Context: an optimization exercise on an open-source flow, tuned for small area and a short achievable clock period. The choices shown serve that exercise and are no tape-out recipe.
No functional check of the RTL was part of this run.
Power figures rest on the tool's default switching activity, not on a simulated workload.

===== flow/config.mk =====
export PLATFORM = sky130hd
export DESIGN_NAME = rs_alu
export DESIGN_NICKNAME = rs_alu
export VERILOG_FILES = /design/flow/design.v
export SDC_FILE = /design/flow/constraint.sdc
export NUM_CORES = 4
export LEC_CHECK = 0
export CAP_MARGIN = 20
export CORE_MARGIN = 2
export CORE_UTILIZATION = 60
export SETUP_SLACK_MARGIN = 5.0
export SLEW_MARGIN = 20
export TNS_END_PERCENT = 0

===== flow/constraint.sdc =====
create_clock -name core_clock -period 7.5 [get_ports {clk}]
set_input_delay 1.5000 -clock core_clock [delete_from_list [all_inputs] [get_ports {clk}]]
set_output_delay 1.5000 -clock core_clock [all_outputs]
set_load 0.01 [all_outputs]

===== flow/design.v =====
`timescale 1ns/1ps
package rs_pkg;
  localparam int N_ENT     = 8;
  localparam int ENT_SEL   = 3;
  localparam int TAG_W     = 6;    
  localparam int DATA_W    = 32;
  localparam int SPECTAG_W = 5;
  localparam int AGE_W     = 6;    
  localparam int DLY_W     = 3;    
  localparam int OP_W      = 4;
  typedef enum logic [OP_W-1:0] {
    ALU_ADD  = 4'd0,
    ALU_SUB  = 4'd1,
    ALU_AND  = 4'd2,
    ALU_OR   = 4'd3,
    ALU_XOR  = 4'd4,
    ALU_SLL  = 4'd5,
    ALU_SRL  = 4'd6,
    ALU_SRA  = 4'd7,
    ALU_SLT  = 4'd8,
    ALU_SLTU = 4'd9
  } alu_op_e;
  typedef struct packed {
    logic [TAG_W-1:0]     src_a;
    logic [TAG_W-1:0]     src_b;
    logic [DATA_W-1:0]    imm;
    logic [TAG_W-1:0]     dest;
    logic                 dest_valid;
    alu_op_e              alu_op;
    logic [SPECTAG_W-1:0] spectag;
    logic [AGE_W-1:0]     age;
    logic [DLY_W-1:0]     delay;     
  } rs_payload_t;
  localparam int PL_W = 2*TAG_W + DATA_W + TAG_W + 1 + OP_W + SPECTAG_W + AGE_W + DLY_W;   
  localparam int OFS_DLY  = 0;
  localparam int OFS_AGE  = OFS_DLY + DLY_W;
  localparam int OFS_STAG = OFS_AGE + AGE_W;
  localparam int OFS_OP   = OFS_STAG + SPECTAG_W;
  localparam int OFS_DV   = OFS_OP + OP_W;
  localparam int OFS_DEST = OFS_DV + 1;
  localparam int OFS_IMM  = OFS_DEST + TAG_W;
  localparam int OFS_SRCB = OFS_IMM + DATA_W;
  localparam int OFS_SRCA = OFS_SRCB + TAG_W;
endpackage
`timescale 1ns/1ps
import rs_pkg::*;
module rs_alloc (
  input  logic             disp_valid,
  input  logic [N_ENT-1:0] busy,
  output logic [N_ENT-1:0] we             
);
  always_comb
  begin
    for (int i = 0; i < N_ENT; i++)
    begin
      we[i] = disp_valid && !busy[i];
      for (int k = 0; k < i; k++)
        we[i] = we[i] && busy[k];
    end
  end
endmodule
`timescale 1ns/1ps
import rs_pkg::*;
module rs_entry (
  input  logic                 clk,
  input  logic                 rst,
  input  logic                 we,
  input  rs_pkg::rs_payload_t  wr_payload,
  input  logic                 wr_rdy_a,
  input  logic                 wr_rdy_b,
  input  logic                 wr_specbit,
  input  logic                 grant,
  output logic                 ready,
  output logic                 busy,
  output logic                 busy_nx,     
  output rs_pkg::rs_payload_t  payload,
  output logic                 specbit_o,
  input  logic                 wk_valid,    
  input  logic                 wk_fast,     
  input  logic [TAG_W-1:0]     wk_tag,
  input  logic [DLY_W-1:0]     wk_load,     
  input  logic                 br_valid,
  input  logic                 br_success,
  input  logic [SPECTAG_W-1:0] br_tag
);
  localparam logic [DLY_W-1:0] WAIT = '1;
  rs_pkg::rs_payload_t pl;
  logic             specbit;
  logic [DLY_W-1:0] cnt [2];
  logic [TAG_W-1:0] src_tag [2];
  logic [TAG_W-1:0] new_tag [2];
  logic [1:0]       new_rdy;
  logic [1:0]       eq;
  logic [1:0]       new_hit;
  logic [1:0]       src_rdy;
  logic             br_match;
  logic             kill;
  logic             disp_br_match;
  logic             disp_kill;
  always_comb
  begin
    src_tag[0] = pl.src_a;
    src_tag[1] = pl.src_b;
    new_tag[0] = wr_payload.src_a;
    new_tag[1] = wr_payload.src_b;
    new_rdy    = {wr_rdy_b, wr_rdy_a};
    for (int s = 0; s < 2; s++)
    begin
      eq[s]      = (wk_tag == src_tag[s]);
      new_hit[s] = wk_valid && (wk_tag == new_tag[s]);
      src_rdy[s] = (cnt[s] == WAIT) ? (wk_fast && eq[s]) : (cnt[s] == '0);
    end
  end
  assign br_match      = br_valid && (br_tag == pl.spectag);
  assign kill          = br_match && !br_success && specbit;
  assign disp_br_match = br_valid && (br_tag == wr_payload.spectag);
  assign disp_kill     = disp_br_match && !br_success && wr_specbit;
  assign busy_nx = we ? !disp_kill : (busy && !kill);
  always_ff @(posedge clk)
  begin
    if (!rst)
      busy <= 1'b0;
    else
      busy <= busy_nx && !grant;
  end
  always_ff @(posedge clk)
  begin
    if (!busy)
    begin
      pl      <= wr_payload;
      specbit <= wr_specbit && !disp_br_match;
      for (int s = 0; s < 2; s++)
        cnt[s] <= new_rdy[s] ? '0 : new_hit[s] ? wk_load : WAIT;
    end
    else
    begin
      if (br_match && br_success)
        specbit <= 1'b0;
      for (int s = 0; s < 2; s++)
      begin
        if (cnt[s] == WAIT)
        begin
          if (wk_valid && eq[s])
            cnt[s] <= wk_load;
        end
        else if (cnt[s] != '0)
          cnt[s] <= cnt[s] - 1'b1;
      end
    end
  end
  assign ready     = busy && src_rdy[0] && src_rdy[1];
  assign payload   = pl;
  assign specbit_o = specbit;
endmodule
`timescale 1ns/1ps
import rs_pkg::*;
module rs_issue_select (
  input  logic                  clk,
  input  logic [N_ENT-1:0]      busy,
  input  logic [AGE_W-1:0]      wr_age,
  input  logic [N_ENT*AGE_W-1:0] ages,       
  input  logic [N_ENT-1:0]      ready,
  output logic [N_ENT-1:0]      grant,
  output logic                  any
);
  logic             older [N_ENT][N_ENT];
  logic [N_ENT-1:0] below;   
  logic [AGE_W:0]   cmp_a, cmp_b;
  logic             cmp_eq;
  logic [N_ENT-1:0] c;       
  always_comb
  begin
    for (int k = 0; k < N_ENT; k++)
    begin
      below[k] = 1'b1;
      for (int m = 0; m <= k; m++)
        below[k] = below[k] && busy[m];
      cmp_a  = {ages[k*AGE_W +: AGE_W], 1'b0};
      cmp_b  = {wr_age, below[k]};
      c[k]   = 1'b0;
      cmp_eq = 1'b1;
      for (int n = AGE_W; n >= 0; n--)
      begin
        c[k]   = c[k] || (cmp_eq && !cmp_a[n] && cmp_b[n]);
        cmp_eq = cmp_eq && (cmp_a[n] == cmp_b[n]);
      end
    end
  end
  always_ff @(posedge clk)
  begin
    for (int i = 0; i < N_ENT; i++)
      for (int j = i + 1; j < N_ENT; j++)
        if (!busy[j])
          older[i][j] <= c[i];         
        else if (!busy[i])
          older[i][j] <= !c[j];        
  end
  always_comb
  begin
    for (int j = 0; j < N_ENT; j++)
    begin
      grant[j] = ready[j];
      for (int i = 0; i < N_ENT; i++)
        if (i < j)
          grant[j] = grant[j] && !(ready[i] && older[i][j]);
        else if (i > j)
          grant[j] = grant[j] && !(ready[i] && !older[j][i]);
    end
  end
  assign any = |ready;
endmodule
`timescale 1ns/1ps
import rs_pkg::*;
module rs_alu (
  input  logic                 clk,
  input  logic                 rst,
  input  logic                 disp_valid,
  input  logic [TAG_W-1:0]     disp_src_a,
  input  logic [TAG_W-1:0]     disp_src_b,
  input  logic [TAG_W-1:0]     disp_dest,
  input  logic                 disp_rdy_a,
  input  logic                 disp_rdy_b,
  input  logic [DATA_W-1:0]    disp_imm,
  input  logic                 disp_dest_valid,
  input  logic [OP_W-1:0]      disp_alu_op,
  input  logic [SPECTAG_W-1:0] disp_spectag,
  input  logic                 disp_specbit,
  input  logic [AGE_W-1:0]     disp_age,
  input  logic [DLY_W-1:0]     disp_delay,
  input  logic                 br_valid,
  input  logic                 br_success,
  input  logic [SPECTAG_W-1:0] br_tag,
  output logic                 full,
  output logic                 issue_valid,
  output logic [TAG_W-1:0]     issue_src_a,
  output logic [TAG_W-1:0]     issue_src_b,
  output logic [TAG_W-1:0]     issue_dest,
  output logic [DATA_W-1:0]    issue_imm,
  output logic                 issue_dest_valid,
  output logic [OP_W-1:0]      issue_alu_op,
  output logic [SPECTAG_W-1:0] issue_spectag,
  output logic                 issue_specbit
);
  rs_pkg::rs_payload_t       disp_payload;
  logic [N_ENT*PL_W-1:0]     payloads;
  logic [N_ENT-1:0]          we;
  logic [N_ENT-1:0]          ready;
  logic [N_ENT-1:0]          busy;
  logic [N_ENT-1:0]          busy_nx;
  logic [N_ENT-1:0]          specbits;
  logic [N_ENT-1:0]          grant;
  logic                      any;
  logic [N_ENT*AGE_W-1:0]    ages;
  logic                      wk_valid;    
  logic                      wk_fast;     
  logic [TAG_W-1:0]          wk_tag;      
  logic [DLY_W-1:0]          wk_dly;
  logic [DLY_W-1:0]          wk_load;
  always_comb
  begin
    disp_payload.src_a      = disp_src_a;
    disp_payload.src_b      = disp_src_b;
    disp_payload.imm        = disp_imm;
    disp_payload.dest       = disp_dest;
    disp_payload.dest_valid = disp_dest_valid;
    disp_payload.alu_op     = rs_pkg::alu_op_e'(disp_alu_op);
    disp_payload.spectag    = disp_spectag;
    disp_payload.age        = disp_age;
    disp_payload.delay      = disp_delay;
  end
  rs_alloc u_alloc (
    .disp_valid (disp_valid),
    .busy       (busy),
    .we         (we)
  );
  assign wk_load = (wk_dly == '0) ? '0 : wk_dly - 1'b1;
  genvar g;
  generate
    for (g = 0; g < N_ENT; g++)
    begin : g_ent
      rs_entry u_ent (
        .clk        (clk),
        .rst        (rst),
        .we         (we[g]),
        .wr_payload (disp_payload),
        .wr_rdy_a   (disp_rdy_a),
        .wr_rdy_b   (disp_rdy_b),
        .wr_specbit (disp_specbit),
        .grant      (grant[g]),
        .ready      (ready[g]),
        .busy       (busy[g]),
        .busy_nx    (busy_nx[g]),
        .payload    (payloads[g*PL_W +: PL_W]),
        .specbit_o  (specbits[g]),
        .wk_valid   (wk_valid),
        .wk_fast    (wk_fast),
        .wk_tag     (wk_tag),
        .wk_load    (wk_load),
        .br_valid   (br_valid),
        .br_success (br_success),
        .br_tag     (br_tag)
      );
    end
  endgenerate
  always_comb
  begin
    for (int i = 0; i < N_ENT; i++)
      ages[i*AGE_W +: AGE_W] = payloads[i*PL_W+OFS_AGE +: AGE_W];
  end
  rs_issue_select u_sel (
    .clk    (clk),
    .busy   (busy),
    .wr_age (disp_age),
    .ages   (ages),
    .ready  (ready),
    .grant  (grant),
    .any    (any)
  );
  always_ff @(posedge clk)
  begin
    if (!rst)
    begin
      issue_valid <= 1'b0;
      full        <= 1'b0;
    end
    else
    begin
      issue_valid <= any;
      full        <= !any && (&busy_nx);
    end
  end
  logic [PL_W-1:0]  p;
  logic [N_ENT-1:0] gd;
  logic             sb;
  logic             fast;
  logic [TAG_W-1:0] t;
  always_comb
  begin
    p    = '0;
    sb   = 1'b0;
    fast = 1'b0;
    for (int i = 0; i < N_ENT; i++)
    begin
      gd[i] = grant[i] && payloads[i*PL_W+OFS_DV];
      p     = p    | ({PL_W{grant[i]}} & payloads[i*PL_W +: PL_W]);
      sb    = sb   | (grant[i] && specbits[i]);
      fast  = fast | (gd[i] && payloads[i*PL_W+OFS_DLY +: DLY_W] == '0);
    end
    t = '0;
    for (int i = 0; i < N_ENT; i++)
      t = t | ({TAG_W{gd[i]}} & payloads[i*PL_W+OFS_DEST +: TAG_W]);
  end
  always_ff @(posedge clk)
  begin
    issue_src_a      <= p[OFS_SRCA +: TAG_W];
    issue_src_b      <= p[OFS_SRCB +: TAG_W];
    issue_imm        <= p[OFS_IMM +: DATA_W];
    issue_alu_op     <= p[OFS_OP +: OP_W];
    issue_spectag    <= p[OFS_STAG +: SPECTAG_W];
    issue_dest       <= p[OFS_DEST +: TAG_W];
    issue_dest_valid <= p[OFS_DV];
    issue_specbit    <= sb;
    wk_dly           <= p[OFS_DLY +: DLY_W];
    wk_valid         <= rst && (|gd);
    wk_fast          <= rst && fast;
    wk_tag           <= t;
  end
endmodule

===== flow/flow/run.sh =====
#!/bin/bash
# Standard layout, with plain buffers on the ports and sizing not tied to cell footprints.
set -euo pipefail
bash standard.sh BUFFER_PORTS_ARGS="-buffer_cell sky130_fd_sc_hd__buf_2" MATCH_CELL_FOOTPRINT=0 finish > flow_make.log 2>&1

===== flow/standard.sh =====
#!/bin/bash
# synth_recipe.tcl (not shown) runs the flow's synth.tcl, then flattens the netlist and writes it again
# the make line also repeats each setting of config.mk as NAME=value (left out here)
make -C /OpenROAD-flow-scripts/flow DESIGN_CONFIG=/design/flow/config.mk WORK_HOME=/design/flow/orfs CLKGATE_MAP_FILE= SYNTH_SCRIPT=/design/flow/synth_recipe.tcl "${@:-finish}"

==> run_summary.xml <==
<?xml version="1.0" encoding="UTF-8"?>
<metrics>
  <group name="placement">
    <metric name="place_hpwl" unit="um">55570</metric>
    <metric name="post_dp_cell_area" unit="mm^2">0.03264</metric>
    <metric name="place_congestion" unit="">0.9380</metric>
    <metric name="port_buffers" unit="">144</metric>
  </group>
  <group name="power_and_ir_drop">
    <metric name="cell_internal_pwr" unit="uW">7071</metric>
    <metric name="power_switching_share" unit="%">21.85</metric>
    <metric name="p_clk_share" unit="%">42.4</metric>
    <metric name="power.combinational.fraction" unit="%">5.1</metric>
    <metric name="leakage" unit="uW">0.01443</metric>
    <metric name="total_switching_power" unit="uW">1977</metric>
    <metric name="power_per_cell_area" unit="mW/mm^2">240.6</metric>
    <metric name="vdd.ir_drop.worst" unit="V">0.0002225</metric>
    <metric name="power.sequential.fraction" unit="%">52.5</metric>
    <metric name="design_power_total" unit="uW">9048</metric>
  </group>
  <group name="layout">
    <metric name="fillCellCount" unit="">3335</metric>
    <metric name="postLayoutCellArea" unit="mm^2">0.03760</metric>
    <metric name="final_layout_size_suffix_gt1_share" unit="%">22.05</metric>
    <metric name="antenna_cells_inserted" unit="">0</metric>
    <metric name="layout.nets" unit="">2752</metric>
    <metric name="syn_to_final_growth" unit="%">20.21</metric>
    <metric name="final_core_util" unit="%">73.15</metric>
  </group>
  <group name="critical_path">
    <metric name="worst_r2r_startpoint" unit="">wk_tag[2]</metric>
    <metric name="critical_path_arrival" unit="ns">3.71</metric>
    <metric name="worstSetupStartpointType" unit="">flip-flop</metric>
    <metric name="cp-startpoint" unit="">wk_tag[2]</metric>
    <metric name="setup.worst_path.class" unit="">reg2reg</metric>
    <metric name="cp-end-kind" unit="">flip-flop</metric>
    <metric name="worstPathRequired" unit="ns">8.04</metric>
    <metric name="critical_path_peak_fanout" unit="">10</metric>
  </group>
  <group name="floorplanning">
    <metric name="io-pin-count" unit="">145</metric>
    <metric name="die_y" unit="um">232.3</metric>
    <metric name="std_cell_rows" unit="">83</metric>
    <metric name="fp.coreArea" unit="mm^2">0.05141</metric>
    <metric name="die_width" unit="um">232.3</metric>
    <metric name="start_util" unit="%">60.85</metric>
    <metric name="dieArea" unit="mm^2">0.05397</metric>
  </group>
  <group name="grt">
    <metric name="grt_first_pass_wirelength" unit="um">142300</metric>
    <metric name="grt_antenna_before_repair" unit="">5</metric>
    <metric name="via_count_of_the_first_global_routing_pass" unit="">21740</metric>
    <metric name="grt_use_total" unit="%">36.59</metric>
    <metric name="maximum_number_of_pins_on_one_net_before_global_route_repair" unit="">60</metric>
    <metric name="overflow" unit="">0</metric>
  </group>
  <group name="synth">
    <metric name="ys.warnings.count" unit="">8</metric>
    <metric name="postSynthRegisterBits" unit="">718</metric>
    <metric name="avgSynthCellArea" unit="um^2">13.23</metric>
    <metric name="netlist-cell-type-count" unit="">75</metric>
    <metric name="post_synthesis_async_set_or_reset_flop_share" unit="%">0</metric>
    <metric name="synth_enable_flop_cells" unit="">636</metric>
    <metric name="yosys.area.top_type_share" unit="%">61.06</metric>
    <metric name="ys_dominant_reg_cell" unit="">sky130_fd_sc_hd__edfxtp_1</metric>
    <metric name="synth_area" unit="mm^2">0.03128</metric>
    <metric name="synth_area_leader_cell" unit="">sky130_fd_sc_hd__edfxtp_1</metric>
    <metric name="synth_seq_area_share" unit="%">66.31</metric>
    <metric name="postSynthCellCount" unit="">2364</metric>
    <metric name="synth.net_count" unit="">2504</metric>
    <metric name="synthTopCellsByArea" unit="">sky130_fd_sc_hd__edfxtp_1 (61%), sky130_fd_sc_hd__dfxtp_1 (5.2%), sky130_fd_sc_hd__nand3_1 (3.7%), sky130_fd_sc_hd__a22oi_1 (2.7%), sky130_fd_sc_hd__xor2_1 (2.5%)</metric>
  </group>
  <group name="timing">
    <metric name="fin_tns_setup" unit="ns">0</metric>
    <metric name="report.final.hold_viol_count" unit="">0</metric>
    <metric name="setup_viol" unit="">0</metric>
    <metric name="fmax" unit="MHz">315.6</metric>
    <metric name="timing_max_transition_violations_final" unit="">0</metric>
    <metric name="finalHoldWorstSlack" unit="ns">0.4665</metric>
    <metric name="rsz0062_at_grt" unit="">true</metric>
    <metric name="slew-limit-headroom" unit="%">20.67</metric>
    <metric name="time_the_final_worst_path_needs_with_i_o_delays_and_setup" unit="ns">3.169</metric>
    <metric name="finalCritPeriodShare" unit="%">42.25</metric>
    <metric name="clock-skew-final" unit="ns">0.02918</metric>
    <metric name="tightest_slew" unit="ns">1.190</metric>
  </group>
  <group name="route">
    <metric name="via_to_cell_ratio" unit="">6.692</metric>
    <metric name="detail_route.first_pass.iterations" unit="">5</metric>
    <metric name="via_count" unit="">22430</metric>
    <metric name="antenna_left" unit="">0</metric>
    <metric name="drtIter0Drc" unit="">2992</metric>
    <metric name="route.final.wire_length" unit="um">99960</metric>
    <metric name="wire_per_inst" unit="um">29.83</metric>
    <metric name="route.detailed.drc" unit="">0</metric>
  </group>
  <group name="hold_path">
    <metric name="holdCritStartpoint" unit="">g_ent[0].u_ent.pl[37]</metric>
    <metric name="hold_path_class" unit="">reg2reg</metric>
  </group>
  <group name="clock_tree">
    <metric name="max-clock-path-buffers" unit="">3</metric>
    <metric name="cts.hold.buffers_added" unit="">0</metric>
    <metric name="cts.reportedPaths.clkPinSlew" unit="ns">0.06</metric>
    <metric name="clock_sinks" unit="">718</metric>
    <metric name="cts_buffers" unit="">74</metric>
    <metric name="htree_levels" unit="">3</metric>
    <metric name="clock_tree_from_tritoncts" unit="">built</metric>
    <metric name="worst_skew_pair.late_latency" unit="ns">0.63</metric>
    <metric name="cts-root-buf" unit="">sky130_fd_sc_hd__clkbuf_16</metric>
  </group>
  <group name="run">
    <metric name="drv.max_cap_violation_count" unit="">0</metric>
  </group>
  <group name="status">
    <metric name="run_status" unit="">timing/DRC/antenna clean</metric>
  </group>
</metrics>
-- cell usage after synthesis (9+ instances only) --
cell type                   instances
sky130_fd_sc_hd__buf_2             59
sky130_fd_sc_hd__nor3_1            32
sky130_fd_sc_hd__nor2_1            78
sky130_fd_sc_hd__a31oi_1           17
sky130_fd_sc_hd__buf_6             15
sky130_fd_sc_hd__nand4b_1          25
sky130_fd_sc_hd__nand3_1          234
sky130_fd_sc_hd__and2_1            14
sky130_fd_sc_hd__o211ai_1          17
sky130_fd_sc_hd__dfxtp_1           82
sky130_fd_sc_hd__a32oi_1           14
sky130_fd_sc_hd__nand2b_1           9
sky130_fd_sc_hd__a2111oi_2         12
sky130_fd_sc_hd__xor2_1            91
sky130_fd_sc_hd__maj3_1            21
sky130_fd_sc_hd__nor4_1            18
sky130_fd_sc_hd__nor2b_1           18
sky130_fd_sc_hd__xnor2_1           61
sky130_fd_sc_hd__a22oi_1          112
sky130_fd_sc_hd__and3_1            65
sky130_fd_sc_hd__inv_1             68
sky130_fd_sc_hd__clkbuf_1          61
sky130_fd_sc_hd__nand2_1          168
sky130_fd_sc_hd__o21ai_0           72
sky130_fd_sc_hd__nand3b_1          23
sky130_fd_sc_hd__a21oi_1           49
sky130_fd_sc_hd__ha_1              58
sky130_fd_sc_hd__edfxtp_1         636
sky130_fd_sc_hd__a21boi_0          11
sky130_fd_sc_hd__nand4_1           76
sky130_fd_sc_hd__mux2i_1           28
sky130_fd_sc_hd__a2111oi_0         13
-- kinds of logic after synthesis --
family                   count (synthesis)  synth area share (%)
buffers and inverters                  215                 3.216
multiplexers                            31                 1.004
AND/OR/NAND/NOR                        789                 13.28
adder cells (fa/ha/maj)                 82                 3.100
AO/OA/AOI/OAI                          375                 8.736
XOR/XNOR                               154                 4.360
flip-flops                             718                 66.31
-- final cells by class --
type	instances	area [um^2]	share of cell area [%]
Clock buffer	98	2033	5.407
Multi-Input combinational cell	1435	10460	27.82
Timing Repair inverter	1	7.507	0.01997
Clock inverter	37	493.0	1.311
Tap cell	680	850.8	2.263
Timing Repair Buffer	310	2693	7.161
Sequential cell	718	20770	55.24
Inverter	72	290.3	0.7720
-- power by group through the flow --
stage	clock network [uW]	registers, uW	logic, uW
floorplan	0	4770	255
global placement	0	4810	397
detailed placement	0	4820	411
CTS	3850	4740	446
global route	4010	4760	504
finish	3840	4750	465
-- placed cells by master, fill, tap and decap left out, types with 18 or more instances in the layout --
cell and n:
sky130_fd_sc_hd__xor2_1 89, sky130_fd_sc_hd__nand2_1 166, sky130_fd_sc_hd__buf_12 31, sky130_fd_sc_hd__dfxtp_1 73
sky130_fd_sc_hd__buf_4 100, sky130_fd_sc_hd__nand3_1 233, sky130_fd_sc_hd__nand4_1 76, sky130_fd_sc_hd__inv_1 60
sky130_fd_sc_hd__o21ai_0 66, sky130_fd_sc_hd__clkbuf_16 85, sky130_fd_sc_hd__mux2i_1 28, sky130_fd_sc_hd__nand3b_1 23
sky130_fd_sc_hd__edfxtp_1 636, sky130_fd_sc_hd__a2111oi_4 20, sky130_fd_sc_hd__xnor2_1 56, sky130_fd_sc_hd__nor2b_1 18
sky130_fd_sc_hd__buf_2 139, sky130_fd_sc_hd__a22oi_1 108, sky130_fd_sc_hd__nor2_1 76, sky130_fd_sc_hd__nand4b_1 25
sky130_fd_sc_hd__and3_1 61, sky130_fd_sc_hd__ha_1 58, sky130_fd_sc_hd__a21oi_1 45
-- sequential cells by signal, indices dropped and copies added (netlist names), 3 cells and up --
register	count
issue_spectag	5
issue_src_b	6
g_ent.u_ent.busy	8
wk_tag	6
g_ent.u_ent.pl	552
issue_imm	32
issue_dest	6
u_sel.older	28
g_ent.u_ent.cnt	48
g_ent.u_ent.specbit	8
issue_alu_op	4
issue_src_a	6
wk_dly	3
-- routing by layer --
layer  routed length [um]  up-vias  share of wire, %  global-route usage, %
met3                10680      368                11                  6.655
li1                     -     9519                 -                      -
met2                46440     1513                46                  57.83
met5                   56        -             0.056                      0
met4                 5833        8               5.8                  19.59
met1                36950    11020                37                  48.46
-- worst paths after layout --
check	to	cells past startpoint	slack, ns
min	issue_imm[12]	2	0.47
max	issue_src_a[0]	12	4.33
min reg2reg	issue_imm[12]	2	0.47
max reg2reg	issue_src_a[0]	12	4.33
-- per-stage QoR --
step	instances	setup slack, ns
6_report	3351	4.331
3_3_place_gp	3091	2.522
4_1_cts	3324	4.416
3_5_place_dp	3091	2.628
5_1_grt	3351	4.281
2_1_floorplan	2364	4.113
-- critical path, stage by stage, from the launching register on --
cell and delay [ns]:
sky130_fd_sc_hd__dfxtp_4 0.37, sky130_fd_sc_hd__buf_4 0.15, sky130_fd_sc_hd__xor2_1 0.20, sky130_fd_sc_hd__nor4_4 0.41, sky130_fd_sc_hd__a41oi_4 0.25, sky130_fd_sc_hd__buf_4 0.25, sky130_fd_sc_hd__or2_1 0.27, sky130_fd_sc_hd__a2111oi_4 0.31
sky130_fd_sc_hd__buf_12 0.19, sky130_fd_sc_hd__and2_4 0.26, sky130_fd_sc_hd__buf_12 0.21, sky130_fd_sc_hd__a22oi_1 0.08, sky130_fd_sc_hd__nand3b_1 0.15
-- timing repair --
action	in CTS	in global routing
gates resized for setup	223	46
gates cloned	14	6
endpoints found under the setup margin	441	281
setup buffers	84	21
pin swaps	45	29

## what the ideal ports hide
In the flow no input, the clock included, has a driving cell. The finished layout below was timed again as built, in two steps.
Step 1 sets driving cells, clkbuf_16 on the clock port and buf_2 on the other inputs (assumed; they add their load-dependent delay and slew).
Step 2, shift: input delay + t, output delay - t, t = (earliest + latest rising clock arrival at the registers) / 2. This alone moves slack from input paths to output paths.
Slacks: ideal ports / drivers / drivers and shift; pairs: ideal ports / drivers.
t, ns: 0.676
setup slack, ns: 4.331 / 4.331 / 3.703
worst setup path after step 2: input to register
After both steps this run still meets setup and hold. The setup slack of this run moves by 0.000 ns with the drivers and by -0.628 ns with both steps.
